What follows belongs to an exercise in optimizing a design on an open flow for small area, a short achievable clock period and few clock cycles per item; a production flow would make more cautious choices.
In this exercise RTL edits were held to simulation tests only and were not proved equivalent to the original.
Power is estimated from default activity; no workload was simulated.

## neuron_fetch_top
module neuron_fetch_top (
    input  logic                              clk,
    input  logic                              reset,
    input  logic                              i_start,
    input  nn_cfg_pkg::cfg_addr_t             i_table_base,
    output nn_cfg_pkg::cfg_addr_t             o_cfg_addr,
    input  logic [nn_cfg_pkg::CFG_WORD_W-1:0] i_cfg_data,
    output nn_operand_pkg::lane_addr_t        o_data_addr,
    input  nn_operand_pkg::lane_in_t          i_data,
    input  logic                              i_stopin,
    input  logic                              i_layer_done,
    output logic                              o_push,
    output nn_operand_pkg::operand_t          o_operand,
    output logic                              o_finish
);
Size: ~2400 cells after synthesis, roughly 310 flip-flops.
Settings: LEC_CHECK=0, ABC_AREA=1, CAP_MARGIN=20, CORE_AREA=75 75 275 275, DIE_AREA=0 0 350 350, SETUP_SLACK_MARGIN=2.0, SLEW_MARGIN=20; clock period 6.5 ns.
standard.sh (not shown) runs the stock make flow with config.mk's settings and CLKGATE_MAP_FILE= SYNTH_SCRIPT=/design/flow/synth_recipe.tcl, a recipe that flattens the netlist after the stock synthesis.
==> flow/flow/run.sh <==
#!/bin/bash
# The standard layout, except for the smallest buffer on every input and
# output port instead of the default port buffer.
set -euo pipefail
export BUFFER_PORTS_ARGS="-buffer_cell sky130_fd_sc_hd__buf_1"
bash standard.sh > standard_make.log 2>&1
The baseline completed with no timing, DRC or antenna violations.
Testbench counts at the start, summed over its fixed seeds: cycles 4,284, items 2,745.
Then changed:
Settings changed: SETUP_SLACK_MARGIN 2.0 to 2.5.
=> Hold slack gets worse by 11 ps. Cell count went up by a few percent. First-iteration DRC count grows by a quarter to a third. Non-clock buffer count came out higher by 103. Via count climbs by a little under a tenth. Global-route usage goes up by 0.78 points. Count of clock-buffer cells in the layout is higher by 2. Clock skew increases by 13 ps. Combinational power goes up by a quarter to a third. Die area stays the same.
Then changed:
==> flow/flow/run.sh (replaced) <==
#!/bin/bash
# The standard layout, except:
#  - the smallest buffer on every input and output port instead of the
#    default port buffer;
#  - synthesis leaves adders to abc as plain gates (no full/half-adder cells).
set -euo pipefail
export BUFFER_PORTS_ARGS="-buffer_cell sky130_fd_sc_hd__buf_1"
export ADDER_MAP_FILE=
bash standard.sh > standard_make.log 2>&1
Settings changed: ABC_AREA 1 to not set, SETUP_SLACK_MARGIN 2.5 to 3.0.
After rerunning: Via count shrinks by 14%. Sequential share of layout area shrinks by 0.53 points. Total power grows by 6.7%.
Then changed:
Settings changed: SETUP_SLACK_MARGIN 3.0 to 2.0.
What happened: The new run finished with timing, DRC and antenna clean. Synthesized area is unchanged. Non-clock buffer count drops by 118. Die area stays the same. Fmax drops by about 0.5%. Via count drops by 4.5%. Total power drops by 12%.

* * *

Another version of the RTL of neuron_fetch_top (not shown whole).
Size in the first run: about 2500 cells after synthesis, roughly 310 flip-flops, roughly 1000 I/O pins, roughly 18000 µm² of cells after synthesis.
## neuron_fetch_top
module neuron_fetch_top (
    input  logic                              clk,
    input  logic                              reset,
    input  logic                              i_start,
    input  nn_cfg_pkg::cfg_addr_t             i_table_base,
    output nn_cfg_pkg::cfg_addr_t             o_cfg_addr,
    input  logic [nn_cfg_pkg::CFG_WORD_W-1:0] i_cfg_data,
    output nn_operand_pkg::lane_addr_t        o_data_addr,
    input  nn_operand_pkg::lane_in_t          i_data,
    input  logic                              i_stopin,
    input  logic                              i_layer_done,
    output logic                              o_push,
    output nn_operand_pkg::operand_t          o_operand,
    output logic                              o_finish
);
==> flow/config.mk <==
export PLATFORM = sky130hd
export DESIGN_NAME = neuron_fetch_top
export DESIGN_NICKNAME = neuron_fetch_top
export VERILOG_FILES = /design/flow/design.v
export SDC_FILE = /design/flow/constraint.sdc
export NUM_CORES = 4
export LEC_CHECK = 0
export ABC_AREA = 1
export CAP_MARGIN = 20
export CORE_AREA = 75 75 275 275
export DIE_AREA = 0 0 350 350
export SETUP_SLACK_MARGIN = 2.0
export SLEW_MARGIN = 20
==> flow/constraint.sdc <==
create_clock -name core_clock -period 6.5 [get_ports {clk}]
set_input_delay 1.3000 -clock core_clock [delete_from_list [all_inputs] [get_ports {clk}]]
set_output_delay 1.3000 -clock core_clock [all_outputs]
set_load 0.01 [all_outputs]
==> flow/flow/run.sh <==
#!/bin/bash
# The standard layout, except for the smallest buffer on every input and
# output port instead of the default port buffer.
set -euo pipefail
export BUFFER_PORTS_ARGS="-buffer_cell sky130_fd_sc_hd__buf_1"
bash standard.sh > standard_make.log 2>&1
Testbench counts at the start, summed over its fixed seeds: cycles 4,284, items 2,745.
Change:
==> flow/flow/run.sh (replaced) <==
#!/bin/bash
# The standard layout, except:
#  - the smallest buffer on every input and output port instead of the
#    default port buffer;
#  - pins may sit on adjacent routing tracks, so the die can be small and
#    the core reach close to every pin.
set -euo pipefail
export BUFFER_PORTS_ARGS="-buffer_cell sky130_fd_sc_hd__buf_1"
export PLACE_PINS_ARGS="-min_distance 1 -min_distance_in_tracks"
bash standard.sh > standard_make.log 2>&1
Settings changed: CORE_AREA 75 75 275 275 to 2 2 238 238, DIE_AREA 0 0 350 350 to 0 0 240 240.
The changed run stopped in 5_1_grt (GRT-0116).
Synthesized area stays the same.
Synthesized cell count stays the same.
Change:
==> flow/flow/run.sh (replaced) <==
#!/bin/bash
# The standard layout, except for the smallest buffer on every input and
# output port instead of the default port buffer.
set -euo pipefail
export BUFFER_PORTS_ARGS="-buffer_cell sky130_fd_sc_hd__buf_1"
bash standard.sh > standard_make.log 2>&1
Settings changed: CORE_AREA 2 2 238 238 to 75 75 275 275, DIE_AREA 0 0 240 240 to 0 0 350 350, SETUP_SLACK_MARGIN 2.0 to 2.2.
Outcome:
- With this change the flow ran to the end with no violations
- synthesized area stays the same
- synthesized cell count is unchanged
Change:
==> flow/flow/run.sh (replaced) <==
#!/bin/bash
# The standard layout, except:
#  - the smallest buffer on every input and output port instead of the
#    default port buffer;
#  - pins may sit on adjacent routing tracks, so the die can be small and
#    the core reach close to every pin.
set -euo pipefail
export BUFFER_PORTS_ARGS="-buffer_cell sky130_fd_sc_hd__buf_1"
export PLACE_PINS_ARGS="-min_distance 1 -min_distance_in_tracks"
bash standard.sh > standard_make.log 2>&1
Settings changed: CORE_AREA 75 75 275 275 to 2 2 208 208, DIE_AREA 0 0 350 350 to 0 0 210 210, SETUP_SLACK_MARGIN 2.2 to 2.0.
After rerunning: The changed run failed in 5_1_grt. Synthesized area is unchanged. Synthesized cell count stays the same.

[separate check: timing with driven ports]
In the flow no input, the clock included, has a driving cell. The finished layouts below were timed again as built, in two steps.
Step 1: set_driving_cell puts a clkbuf_16 on clk and a buf_2 on each other input, an assumption about the parent block.
Step 2 adds t to the input delays and takes it off the output delays; t is the mean of the earliest and latest rising clock arrival at the registers after step 1. Input paths then give back, and output paths get back, about the clock's delay inside the block.
Three values: ideal, step 1, step 2; two values: the first two.
run | t, ns | setup WS [ns] | clock arrival spread, ns | slew at the worst register clock pin (ns) | cell pins on the clock port's net
the first run of note 1 | 0.629 | 1.992 / 1.875 / 1.875 | 0.024 / 0.023 | 0.07 / 0.07 | 1
the second run of note 1 | 0.607 | 2.169 / 2.027 / 2.027 | 0.036 / 0.035 | 0.07 / 0.07 | 1
the third run of note 1 | 0.610 | 1.683 / 1.586 / 1.586 | 0.018 / 0.018 | 0.06 / 0.06 | 1
the fourth run of note 1 | 0.613 | 1.658 / 1.566 / 1.566 | 0.023 / 0.024 | 0.07 / 0.07 | 1
the first run of note 2 | 0.624 | 2.058 / 1.936 / 1.936 | 0.014 / 0.014 | 0.06 / 0.06 | 1
the third run of note 2 | 0.615 | 2.142 / 2.029 / 2.029 | 0.016 / 0.016 | 0.07 / 0.07 | 1
After both steps every run listed still meets setup and hold. The setup slack of the second run of note 1, which loses most, moves by -0.142 ns with the drivers and by -0.142 ns with both steps.
